From an optimization exercise on the open Yosys and OpenROAD flow, aimed at small area; shortcuts taken in it are not production practice.
Function was checked by simulation only, so behaviour that the tests miss may differ from the original.
No activity file was given, so power comes from the tool's default toggle rates.

==> flow/design.v <==
`default_nettype none
module vfu_ctrl
(
    input  logic [4:0] opcode,
    input  logic [2:0] funct,
    output logic       c_min,
    output logic       c_max,
    output logic       c_eq,
    output logic       c_lt,
    output logic       c_le,
    output logic       c_sgnj,
    output logic       c_sgnjn,
    output logic       c_sgnjx,
    output logic       c_skew,
    output logic       c_trans,
    output logic       c_bcast,
    output logic       c_asel
);
    assign c_min   = opcode == 5'd0;
    assign c_max   = opcode == 5'd1;
    assign c_eq    = opcode == 5'd2;
    assign c_lt    = opcode == 5'd3;
    assign c_le    = opcode == 5'd4;
    assign c_sgnj  = opcode == 5'd5;
    assign c_sgnjn = opcode == 5'd6;
    assign c_sgnjx = opcode == 5'd7;
    assign c_skew  = (opcode == 5'd8) && (funct == 3'd0);
    assign c_trans = (opcode == 5'd8) && (funct == 3'd1);
    assign c_bcast = (funct == 3'd5) && (opcode[4:3] == 2'b00);
    assign c_asel  = (funct == 3'd5);
endmodule
`default_nettype wire
`default_nettype none
module vfu_magcmp
(
    input  logic [30:0] a,
    input  logic [30:0] b,
    output logic        lt,
    output logic        gt
);
    localparam int GS = 8;
    localparam int NG = 4;
    logic [NG*GS-1:0] aa, bb;
    logic [NG-1:0]    gl, gg;
    assign aa = {{(NG*GS-31){1'b0}}, a};
    assign bb = {{(NG*GS-31){1'b0}}, b};
    for (genvar k = 0; k < NG; k++) begin : g_grp
        logic [GS:0] lc, gc;
        assign lc[0] = 1'b0;
        assign gc[0] = 1'b0;
        for (genvar i = 0; i < GS; i++) begin : g_r
            assign lc[i+1] = (~aa[GS*k+i] & bb[GS*k+i]) | (~(aa[GS*k+i] & ~bb[GS*k+i]) & lc[i]);
            assign gc[i+1] = (aa[GS*k+i] & ~bb[GS*k+i]) | (~(~aa[GS*k+i] & bb[GS*k+i]) & gc[i]);
        end
        assign gl[k] = lc[GS];
        assign gg[k] = gc[GS];
    end
    localparam int NP = (NG <= 1) ? 1 : (NG <= 2) ? 2 : (NG <= 4) ? 4 : (NG <= 8) ? 8 : 16;
    logic [2*NP-2:0] tl, tg;
    for (genvar k = 0; k < NP; k++) begin : g_leaf
        if (k < NG) begin : g_v
            assign tl[NP-1+k] = gl[k];
            assign tg[NP-1+k] = gg[k];
        end else begin : g_z
            assign tl[NP-1+k] = 1'b0;
            assign tg[NP-1+k] = 1'b0;
        end
    end
    for (genvar n = 0; n < NP-1; n++) begin : g_node
        assign tl[n] = tl[2*n+2] | (~tg[2*n+2] & tl[2*n+1]);
        assign tg[n] = tg[2*n+2] | (~tl[2*n+2] & tg[2*n+1]);
    end
    assign lt = tl[0];
    assign gt = tg[0];
endmodule
`default_nettype wire
`default_nettype none
module vfu_lane
#(
    parameter int K = 0
)
(
    input  logic        en,
    input  logic        c_min,
    input  logic        c_max,
    input  logic        c_eq,
    input  logic        c_lt,
    input  logic        c_le,
    input  logic        c_sgnj,
    input  logic        c_sgnjn,
    input  logic        c_sgnjx,
    input  logic        c_skew,
    input  logic        c_trans,
    input  logic        c_bcast,
    input  logic        c_asel,
    input  logic        funct0,
    input  logic        opcode3,
    input  logic [31:0] a,       
    input  logic [31:0] a0,      
    input  logic        a0_nan,
    input  logic        a0_zero,
    input  logic [31:0] b,
    input  logic [31:0] ts,      
    input  logic [31:0] ss,      
    input  logic [31:0] q,
    output logic        a_nan_o,
    output logic        a_zero_o,
    output logic [31:0] d
);
    localparam bit DIAG  = (K == 0) || (K == 4) || (K == 8);
    localparam bit TSRC  = (K == 1) || (K == 2) || (K == 3) || (K == 5) || (K == 6) || (K == 7);
    localparam bit SSRC  = (K == 1) || (K == 2) || (K == 3) || (K == 6);
    localparam bit SA0   = (K == 5) || (K == 7);
    localparam bit SNEG  = (K == 2) || (K == 3) || (K == 7);
    logic        use_a0;
    logic [31:0] ae;
    logic        an_raw, az_raw, an, az, bn;
    logic        lt, gt, eq;
    logic        sa, sb, sd;
    logic        ltm, zm, unord, nn;
    logic        f_lt, f_eq, f_le, flag;
    logic        mm, mm_a, mm_b;
    logic        sel_a, sel_b, sel_t, sel_s, nn_mm;
    assign an_raw   = (a[30:23] == 8'hff) && (a[22:0] != '0);
    assign az_raw   = (a[30:0] == '0);
    assign a_nan_o  = an_raw;
    assign a_zero_o = az_raw;
    if (K == 0) begin : g_l0
        assign use_a0 = 1'b1;
        assign ae     = a;
        assign an     = an_raw;
        assign az     = az_raw;
    end else begin : g_ln
        if (SA0) begin : g_sa0
            assign use_a0 = c_asel | ((funct0) & opcode3);
        end else begin : g_nsa0
            assign use_a0 = c_asel;
        end
        assign ae = use_a0 ? a0 : a;
        assign an = use_a0 ? a0_nan : an_raw;
        assign az = use_a0 ? a0_zero : az_raw;
    end
    assign bn = (b[30:23] == 8'hff) && (b[22:0] != '0);
    vfu_magcmp u_cmp (.a(ae[30:0]), .b(b[30:0]), .lt(lt), .gt(gt));
    assign eq = ~(lt | gt);
    assign sa = ae[31];
    assign sb = b[31];
    assign sd = sa ^ sb;
    assign ltm   = sd ? sa : (sa ? gt : lt);
    assign zm    = eq & az;
    assign unord = an | bn;
    assign nn    = an & bn;
    assign f_lt = ~unord & ltm & ~zm;
    assign f_eq = ~unord & ((~sd & eq) | zm);
    assign f_le = f_lt | f_eq;
    assign flag = (c_eq & f_eq) | (c_lt & f_lt) | (c_le & f_le);
    assign mm   = c_min | c_max;
    assign mm_a = c_min ? (~an & (bn | ltm)) : (~nn & ~(~bn & (an | ltm)));
    assign mm_b = ~nn & ~mm_a;
    assign nn_mm = mm & nn;
    assign sel_a = (mm & mm_a) | c_sgnj | c_sgnjn | c_sgnjx
                 | (DIAG ? c_trans : 1'b0) | (SA0 ? c_skew : 1'b0);
    assign sel_b = mm & mm_b;
    assign sel_t = TSRC ? c_trans : 1'b0;
    assign sel_s = SSRC ? c_skew : 1'b0;
    logic s_a, s_an, s_b, s_bn, s_x;
    assign s_a  = en & ((mm & mm_a) | (DIAG ? c_trans : 1'b0) | ((SA0 && !SNEG) ? c_skew : 1'b0));
    assign s_an = en & ((SA0 && SNEG) ? c_skew : 1'b0);
    assign s_b  = en & ((mm & mm_b) | c_sgnj);
    assign s_bn = en & c_sgnjn;
    assign s_x  = en & c_sgnjx;
    logic ea, eb, et, es, en_n;
    assign ea   = en & sel_a;
    assign eb   = en & sel_b;
    assign et   = en & sel_t;
    assign es   = en & sel_s;
    assign en_n = ~en;
    assign d[31]    = (s_a & sa) | (s_an & ~sa) | (s_b & sb) | (s_bn & ~sb) | (s_x & sd)
                    | (et & ts[31]) | (es & (ss[31] ^ SNEG)) | (en_n & q[31]);
    assign d[30:23] = ({8{ea}} & ae[30:23]) | ({8{eb}} & b[30:23]) | ({8{et}} & ts[30:23])
                    | ({8{es}} & ss[30:23]) | ({8{en_n}} & q[30:23]) | {8{en & nn_mm}};
    assign d[22]    = (ea & ae[22]) | (eb & b[22]) | (et & ts[22]) | (es & ss[22])
                    | (en_n & q[22]) | (en & nn_mm);
    assign d[21:1]  = ({21{ea}} & ae[21:1]) | ({21{eb}} & b[21:1]) | ({21{et}} & ts[21:1])
                    | ({21{es}} & ss[21:1]) | ({21{en_n}} & q[21:1]);
    assign d[0]     = (ea & ae[0]) | (eb & b[0]) | (et & ts[0]) | (es & ss[0])
                    | (en_n & q[0]) | (en & flag);
endmodule
`default_nettype wire
`default_nettype none
module vfu_top
(
    input  logic                     clk,
    input  logic                     rst_n,
    input  logic                     en,
    input  logic [16*32-1:0] vec_a,
    input  logic [16*32-1:0] vec_b,
    input  logic [4:0]               opcode,
    input  logic [2:0]               funct,
    output logic [16*32-1:0] vec_out,
    output logic                     out_valid
);
    logic c_min, c_max, c_eq, c_lt, c_le, c_sgnj, c_sgnjn, c_sgnjx;
    logic c_skew, c_trans, c_bcast, c_asel;
    logic [16-1:0]    a_nan, a_zero;
    logic [16*32-1:0] d;
    vfu_ctrl u_ctrl (
        .opcode  (opcode),
        .funct   (funct),
        .c_min   (c_min),
        .c_max   (c_max),
        .c_eq    (c_eq),
        .c_lt    (c_lt),
        .c_le    (c_le),
        .c_sgnj  (c_sgnj),
        .c_sgnjn (c_sgnjn),
        .c_sgnjx (c_sgnjx),
        .c_skew  (c_skew),
        .c_trans (c_trans),
        .c_bcast (c_bcast),
        .c_asel  (c_asel)
    );
    for (genvar i = 0; i < 16; i++) begin : g_lane
        localparam int TS = (i < 9) ? 3 * (i % 3) + (i / 3) : i;
        localparam int SS = (i == 1 || i == 3) ? 2 : (i == 2 || i == 6) ? 1 : i;
        vfu_lane #(.K(i)) u_lane (
            .en       (en),
            .c_min    (c_min),
            .c_max    (c_max),
            .c_eq     (c_eq),
            .c_lt     (c_lt),
            .c_le     (c_le),
            .c_sgnj   (c_sgnj),
            .c_sgnjn  (c_sgnjn),
            .c_sgnjx  (c_sgnjx),
            .c_skew   (c_skew),
            .c_trans  (c_trans),
            .c_bcast  (c_bcast),
            .c_asel   (c_asel),
            .funct0   (funct == 3'd0),
            .opcode3  (opcode[3]),
            .a        (vec_a[32*i +: 32]),
            .a0       (vec_a[31:0]),
            .a0_nan   (a_nan[0]),
            .a0_zero  (a_zero[0]),
            .b        (vec_b[32*i +: 32]),
            .ts       (vec_a[32*TS +: 32]),
            .ss       (vec_a[32*SS +: 32]),
            .q        (vec_out[32*i +: 32]),
            .a_nan_o  (a_nan[i]),
            .a_zero_o (a_zero[i]),
            .d        (d[32*i +: 32])
        );
    end
    always_ff @(posedge clk or negedge rst_n) begin
        if (!rst_n) begin
            vec_out   <= '0;
            out_valid <= 1'b0;
        end else begin
            vec_out   <= d;
            out_valid <= en;
        end
    end
endmodule
`default_nettype wire
==> flow/flow/run.sh <==
#!/bin/bash
# Own layout flow: the standard ORFS flow, with two changes:
#  - synthesis maps with an area-oriented ABC script (synth_area.tcl);
#    registers are untouched since ABC runs on the combinational logic only.
#  - port buffers use sky130_fd_sc_hd__buf_1 instead of the default cell.
#  - clock tree: smaller buffers, larger sink clusters, no dummy loads.
set -euo pipefail
W=$(pwd)
F=$W/flow
export MY_ABC_SCRIPT=$F/abc_area.script
CTS_ARGS="-sink_clustering_enable -repair_clock_nets -dont_use_dummy_load"
CTS_ARGS+=" -buf_list sky130_fd_sc_hd__clkbuf_8 -sink_clustering_size 22 -sink_clustering_max_diameter 65"
bash $W/standard.sh \
  SYNTH_SCRIPT=$F/synth_area.tcl \
  "BUFFER_PORTS_ARGS=-buffer_cell sky130_fd_sc_hd__buf_1" \
  "CTS_ARGS=$CTS_ARGS" \
  finish > $W/flow_make.log 2>&1
==> flow/flow/abc_area.script <==
strash
&get -n
&st
&dch
&nf -R 1000
&put
strash
&get -n
&st
&dch
&nf -R 1000
&put
topo
==> flow/flow/synth_area.tcl <==
# Same as synth_recipe.tcl, but ABC maps with the script named by MY_ABC_SCRIPT.
proc abc {args} {
  set i [lsearch -exact $args -script]
  if { $i >= 0 } { lset args [expr {$i + 1}] $::env(MY_ABC_SCRIPT) }
  yosys abc {*}$args
}
source [file dirname [file normalize [info script]]]/../synth_recipe.tcl
==> flow/standard.sh <==
#!/bin/bash
# synth_recipe.tcl (not shown) runs the flow's synth.tcl, then flattens the netlist and writes it again
# the make line also repeats each setting of config.mk as NAME=value (left out here)
make -C /OpenROAD-flow-scripts/flow DESIGN_CONFIG=/design/flow/config.mk WORK_HOME=/design/flow/orfs CLKGATE_MAP_FILE= SYNTH_SCRIPT=/design/flow/synth_recipe.tcl "${@:-finish}"
==> flow/config.mk <==
export PLATFORM = sky130hd
export DESIGN_NAME = vfu_top
export DESIGN_NICKNAME = vfu_top
export VERILOG_FILES = /design/flow/design.v
export SDC_FILE = /design/flow/constraint.sdc
export NUM_CORES = 8
export LEC_CHECK = 0
export CAP_MARGIN = 20
export CORE_AREA = 5 5 515 515
export DIE_AREA = 0 0 520 520
export PLACE_DENSITY = 0.75
export SLEW_MARGIN = 20
==> flow/constraint.sdc <==
create_clock -name core_clock -period 6.0 [get_ports {clk}]
set_input_delay 1.2000 -clock core_clock [delete_from_list [all_inputs] [get_ports {clk}]]
set_output_delay 1.2000 -clock core_clock [all_outputs]
set_load 0.01 [all_outputs]
==> results.py, run 1 <==
metrics = {
    "cells_and_area": {
        "final_util_pct": 19.9,
        "area_growth_pct": 41.5,
        "final_area_um2": 51500,
        "drive_gt1_share_pct": 7.55,
        "stdcell_count": 10100,
        "nFillCells": 29600,
        "multi_input_area_um2": 23700,
        "nets": 7528,
        "area.sequential_um2": 12800,
    },
    "yosys": {
        "synth_area_um2": 36400,
        "syn-mean-instance-area_um2": 8.02,
        "synth-main-ff-cell": "dfrtp_1",
        "synth_cells": 4540,
        "yosys_warnings": 1,
        "synth_area_leaders": "dfrtp_1 (35%), a21oi_1 (11%), o21ai_0 (8.4%)",
        "postSynth.asyncResetShare_pct": 100,
        "synthTopCellsByCount": "a21oi_1 (767), o21ai_0 (609), dfrtp_1 (513), nand2_1 (367), nor2_1 (345)",
        "synth_top_area_share_pct": 35.2,
        "ys_types": 58,
        "synth_edf_count": 0,
        "synth_nets": 5575,
        "seq_area_frac_synth_pct": 35.2,
        "yosysMostFrequentCell": "a21oi_1",
        "ys_ff_latch": 513,
        "yosys.area.top_type": "dfrtp_1",
    },
    "timing": {
        "final-max-slew-violation-count": 0,
        "finalCriticalPeriod_ps": 5640,
        "rsz0062_at_grt": "false",
        "skew_ps": 0,
        "tightest_slew_ps": 1350,
        "setup_violations": 0,
        "layout_setup_ws_ps": 363,
        "slew_headroom_pct": 9.54,
        "finalCritPeriodShare_pct": 93.9,
        "hold_viol_final": 0,
        "clock.fmax_mhz": 177,
    },
    "power_and_ir_drop": {
        "power_leakage_nw": 17.9,
        "power.total_mw": 10.4,
        "peakVddDrop_uv": 137,
        "powerDensity_nw_per_um2": 201,
    },
    "grt": {
        "grt_pass1_vias": 52900,
        "grt_pass1_wl_mm": 541,
        "grt_start_max_net_pins": 128,
        "grt_overflow": 0,
        "antenna_found_initial": 275,
        "track_usage_pct": 29.8,
    },
    "cts": {
        "cts_tree": "built",
        "cts_hold_buf": 0,
        "cts_resized": 0,
        "post_cts_buffers": 0,
        "root_buffer": "clkbuf_8",
        "clock-sinks": 513,
        "clock_path_buffers": 3,
        "htree_levels": 3,
        "cts_buffers": 76,
        "clk_pin_slew_ps": 50,
        "clk_latency_ps": 730,
    },
    "die": {
        "initial_core_util_pct": 14.1,
        "coreArea_um2": 259000,
        "die_w_um": 520,
        "dieArea_um2": 270000,
        "ios": 1548,
        "num_rows": 187,
        "die_y_um": 520,
    },
    "routing": {
        "ant_nets": 0,
        "wl_per_cell_um": 42.7,
        "dr.pass1.iters": 14,
        "drtIter0Drc": 12400,
        "wirelength_mm": 430,
        "num_vias": 60300,
        "routed_via_density": 5.98,
        "drc": 0,
    },
    "worst_setup_path": {
        "path_max_fanout": 17,
        "crit_type": "in2reg",
        "crit_required_ps": 6620,
        "r2r_setup_slack_ps": 4610,
        "crit_arrival_ps": 6260,
        "cp-end-kind": "register",
        "worstSetupStartpointType": "input port",
    },
    "placement": {
        "place_ws_ps": -71.4,
        "dp.cells": 9817,
        "hpwlAfterDp_mm": 364,
        "port_buffers": 1547,
        "place_congestion": 1.10,
        "dpl_cell_area_um2": 50000,
    },
    "worst_hold_path": {
        "hp-class": "reg2reg",
    },
    "status": {
        "status": "complete, no violations",
    },
    "flow_run": {
        "max_cap_violations": 0,
    },
}
## where the power goes
group	switching (mW)	internal, mW
clock	1.63	1.11
sequential	0.193	3.67
combinational	2.70	1.05
## through the flow
stage	hold slack [ps]	setup TNS, ps
6_report	475	0
5_1_grt	455	0
4_1_cts	391	0
3_5_place_dp	462	-484
3_3_place_gp	461	-1040
2_1_floorplan	509	-828790
## layout make-up
| class | count | area share, % |
|---|---|---|
| multi-input combinational | 3947 | 46.0 |
| antenna | 193 | 0.937 |
| timing repair buffer | 1875 | 17.3 |
| sequential | 513 | 24.9 |
| inverter | 80 | 0.614 |
| tap | 3402 | 8.26 |
| clock buffer | 76 | 2.03 |
## layout by cell type (no fill, tap or decap), drive strengths merged, types with 55 or more instances in the layout
master	netlist	routed
buf	0	1873
a21oi	767	767
o21ai	609	609
dfrtp	513	513
nand2	367	367
nor2	345	345
o22ai	280	280
a22oi	234	234
nor4	196	196
diode	0	193
a222oi	159	159
o211ai	155	155
a221o	118	118
nand4	92	92
clkinv	80	79
a221oi	79	79
nor3	79	79
clkbuf	0	78
and2	58	58
a22o	55	55
## metal layers
| metal | global-route usage [%] | vias to the layer above | share of wire (%) |
|---|---|---|---|
| li1 | - | 23000 | - |
| met3 | 20.1 | 1708 | 19 |
| met4 | 24.1 | 182 | 10 |
| met2 | 41.0 | 6578 | 39 |
| met5 | 0.369 | - | 0.33 |
| met1 | 31.2 | 28800 | 31 |
## registers in the layout (all words and copies together), names as in the netlist
name and flops:
out_valid 1, vec_out 512
## critical path: stages
cell and delay [ps]:
buf_1 260, nand2_8 90, nor2_4 410, and2_2 690, a21oi_1 190, a22oi_1 310
a21oi_1 170, o22ai_1 160, a21oi_1 90, a221oi_1 220, o31ai_1 140, nor2_1 140
o21ai_0 130, buf_4 160, and3_1 170, o22ai_1 260, nand2_1 90, a21oi_1 200
nor3_1 70, o21ai_0 180, o21ai_0 100, a221oi_1 530, buf_4 210, nand2_1 50
## worst paths after layout
path | startpoint | end | cells past startpoint
setup / recovery | funct[0] | vec_out[447] | 24
hold / removal | vec_out[447] | vec_out[447] | 2
setup reg to reg | vec_out[95] | vec_out[95] | 4
hold reg to reg | vec_out[447] | vec_out[447] | 2
max in group asynchronous | rst_n | vec_out[2] | 2
min in group asynchronous | rst_n | vec_out[351] | 1
## cell families (layout without fill, tap and decap cells)
family | count (synthesis) | count (layout) | share of synthesized area (%)
buffers and inverters | 80 | 2031 | 0.824
flip-flops | 513 | 513 | 35.2
AO/OA/AOI/OAI | 2606 | 2606 | 45.9
adder cells (fa/ha/maj) | 8 | 8 | 0.220
other | 0 | 193 | 0
XOR/XNOR | 25 | 25 | 0.601
AND/OR/NAND/NOR | 1308 | 1308 | 17.3
==> run 2: changes to the inputs <==
--- a/flow/config.mk
+++ b/flow/config.mk
@@ -10,3 +10,3 @@
 export DIE_AREA = 0 0 520 520
-export PLACE_DENSITY = 0.75
+export PLACE_DENSITY = 0.68
 export SLEW_MARGIN = 20
==> run 2 against run 1 <==
Net effect: die area stayed put; flip-flop and latch count stayed put; synthesized cell count stayed put; largest cell class unchanged.
==> results.py, run 2 <==
metrics = {
    "routing": {
        "routed_via_density": 5.80,
        "wirelength_mm": 426,
        "ant_nets": 0,
        "dr.pass1.iters": 17,
        "drtIter0Drc": 10400,
        "drc": 0,
        "wl_per_cell_um": 42.2,
        "num_vias": 58700,
    },
    "grt": {
        "grt_pass1_vias": 52800,
        "grt_overflow": 0,
        "antenna_found_initial": 218,
        "grt_pass1_wl_mm": 541,
        "grt_start_max_net_pins": 122,
        "track_usage_pct": 29.7,
    },
    "worst_setup_path": {
        "reg2reg_depth": 4,
        "worstSetupStartpointType": "input port",
        "cp-end-kind": "register",
        "r2r_setup_slack_ps": 4660,
        "crit_arrival_ps": 6480,
        "worst_path_largest_cell_delay_ps": 530,
        "r2r-end": "vec_out[96]",
        "crit_top_cell": "nand2_1",
        "path_max_fanout": 64,
        "cpMaxStageDelayCell": "o21ai_0",
        "crit_type": "in2reg",
        "r2r_start": "vec_out[96]",
        "crit_required_ps": 6700,
    },
    "power_and_ir_drop": {
        "powerDensity_nw_per_um2": 200,
        "peakVddDrop_uv": 153,
        "power_leakage_nw": 18.3,
    },
    "cells_and_area": {
        "reg_top3": "vec_out (512), out_valid (1)",
        "final_util_pct": 20.1,
        "layout_common_cells": "buf_1 (1545), a21oi_1 (759), o21ai_0 (595), dfrtp_1 (513), nand2_1 (361)",
        "layout_commonest_cell": "buf_1",
        "nFillCells": 29700,
        "final_area_um2": 52100,
        "drive_gt1_share_pct": 8.35,
        "area_growth_pct": 43.0,
        "multi_input_area_um2": 23700,
        "largest_reg_flops": 512,
        "stdcell_count": 10100,
        "nets": 7588,
        "area.sequential_um2": 12800,
        "largest_register": "vec_out",
    },
    "cts": {
        "clk_pin_slew_ps": 60,
        "cts_buffers": 77,
        "clk_latency_ps": 860,
        "clock_path_buffers": 3,
        "htree_levels": 3,
        "post_cts_buffers": 0,
        "cts_hold_buf": 0,
        "clock-sinks": 513,
        "root_buffer": "clkbuf_8",
        "cts_resized": 0,
        "cts_tree": "built",
    },
    "yosys": {
        "ys_ff_latch": 513,
        "seq_area_frac_synth_pct": 35.2,
        "synth_area_um2": 36400,
        "synth-main-ff-cell": "dfrtp_1",
        "synth_area_leaders": "dfrtp_1 (35%), a21oi_1 (11%), o21ai_0 (8.4%)",
        "syn-mean-instance-area_um2": 8.02,
        "ys_types": 58,
        "synth_edf_count": 0,
        "yosysMostFrequentCell": "a21oi_1",
        "synth_top_area_share_pct": 35.2,
        "postSynth.asyncResetShare_pct": 100,
        "synthTopCellsByCount": "a21oi_1 (767), o21ai_0 (609), dfrtp_1 (513), nand2_1 (367), nor2_1 (345)",
        "synth_cells": 4540,
        "synth_nets": 5575,
        "yosys_warnings": 1,
        "yosys.area.top_type": "dfrtp_1",
    },
    "timing": {
        "rsz0062_at_grt": "false",
        "slew_headroom_pct": 17.2,
        "finalCriticalPeriod_ps": 5780,
        "skew_ps": 0,
        "setup_violations": 0,
        "finalCritPeriodShare_pct": 96.3,
        "clock.fmax_mhz": 173,
        "tightest_slew_ps": 1230,
        "hold_viol_final": 0,
        "final-max-slew-violation-count": 0,
    },
    "die": {
        "ios": 1548,
        "coreArea_um2": 259000,
        "initial_core_util_pct": 14.1,
        "die_y_um": 520,
        "dieArea_um2": 270000,
        "die_w_um": 520,
        "num_rows": 187,
    },
    "worst_hold_path": {
        "hp-class": "in2async",
    },
    "flow_run": {
        "max_cap_violations": 0,
    },
    "placement": {
        "place_congestion": 1.08,
        "hpwlAfterDp_mm": 363,
        "dpl_cell_area_um2": 50600,
        "port_buffers": 1547,
        "dp.cells": 9876,
    },
    "status": {
        "status": "complete, no violations",
    },
}
run 2: layout make-up:
cell class / count / area share [%]
repair buffers: 1934 / 18.3
multi-input cells: 3947 / 45.5
diodes: 159 / 0.764
flip-flops and latches: 513 / 24.6
well taps: 3402 / 8.17
clock buffers: 77 / 2.03
inverters: 80 / 0.608
run 2: logic make-up after synthesis:
logic type | Yosys count | share of synthesized area, %
xor gates and xnor gates | 25 | 0.601
DFF | 513 | 35.2
and+or+nand+nor | 1308 | 17.3
adders and majority gates | 8 | 0.220
buffers and inverters | 80 | 0.824
AOI/OAI and AO/OA | 2606 | 45.9
run 2: metrics by stage:
stage	total power [mW]	worst slack [ps]	setup TNS, ps	hold WS (ps)
detailed placement	7.54	-224	-5880	469
floorplan	5.27	-3200	-828790	509
global placement	7.54	-220	-5730	462
CTS	10.3	668	0	394
finish	10.4	224	0	480
global route	10.7	101	0	445
run 2: worst max path at each step:
| stage | startpoint | to | slack [ps] | cells past startpoint |
|---|---|---|---|---|
| after global routing | funct[0] | vec_out[125] | 100 | 25 |
| after global placement | funct[0] | vec_out[105] | -220 | 25 |
| final | funct[0] | vec_out[125] | 220 | 25 |
| after detailed placement | funct[0] | vec_out[105] | -220 | 25 |
| after floorplan | funct[0] | vec_out[161] | -3200 | 21 |
| after CTS | funct[0] | vec_out[124] | 670 | 25 |
run 2: layer usage:
layer,wire [um],track usage (%),vias to the layer above
met3,68600,16.9,1345
li1,-,-,23200
met2,173000,42.3,5569
met1,145000,32.8,28400
met5,1150,0,-
met4,38600,21.9,160
run 2: worst max-delay path, delay by kind of cell:
kind,cells,cell delay [ps]
compound gates,10,2510
simple gates,10,1520
buf+inv,4,970
xor+xnor,1,160
run 2: power by group:
| group | total [mW] | switching (mW) | leakage [nW] | internal (mW) |
|---|---|---|---|---|
| registers | 3.87 | 0.194 | 7.01 | 3.67 |
| clock network | 2.76 | 1.63 | 0.555 | 1.13 |
| logic | 3.77 | 2.69 | 10.7 | 1.09 |

-- afterwards: timing with drivers on the ports --
The flow's constraints put no driver on any port. The routed layouts listed below were extracted and timed again, unchanged, in two steps.
Step 1 sets driving cells, clkbuf_16 on the clock port and buf_2 on the other inputs (assumed; they add their load-dependent delay and slew).
Step 2, shift: input delay + t, output delay - t, t = (earliest + latest rising clock arrival at the registers) / 2. This alone moves slack from input paths to output paths.
Slacks: no drivers / after step 1 / after step 2; pairs: no drivers / after step 1.
| run | shift t [ns] | slack for setup (ns) | latest minus earliest clock arrival (ns) |
|---|---|---|---|
| run 1 | 0.852 | 0.363 / 0.415 / -0.437 | 0.132 / 0.132 |
| run 2 | 0.922 | 0.224 / 0.289 / -0.634 | 0.133 / 0.133 |
With both steps, setup timing fails in run 1 and run 2, where it was met with ideal ports. For run 2, which loses most, drivers alone change the setup slack by +0.065 ns; drivers and shift together by -0.858 ns.
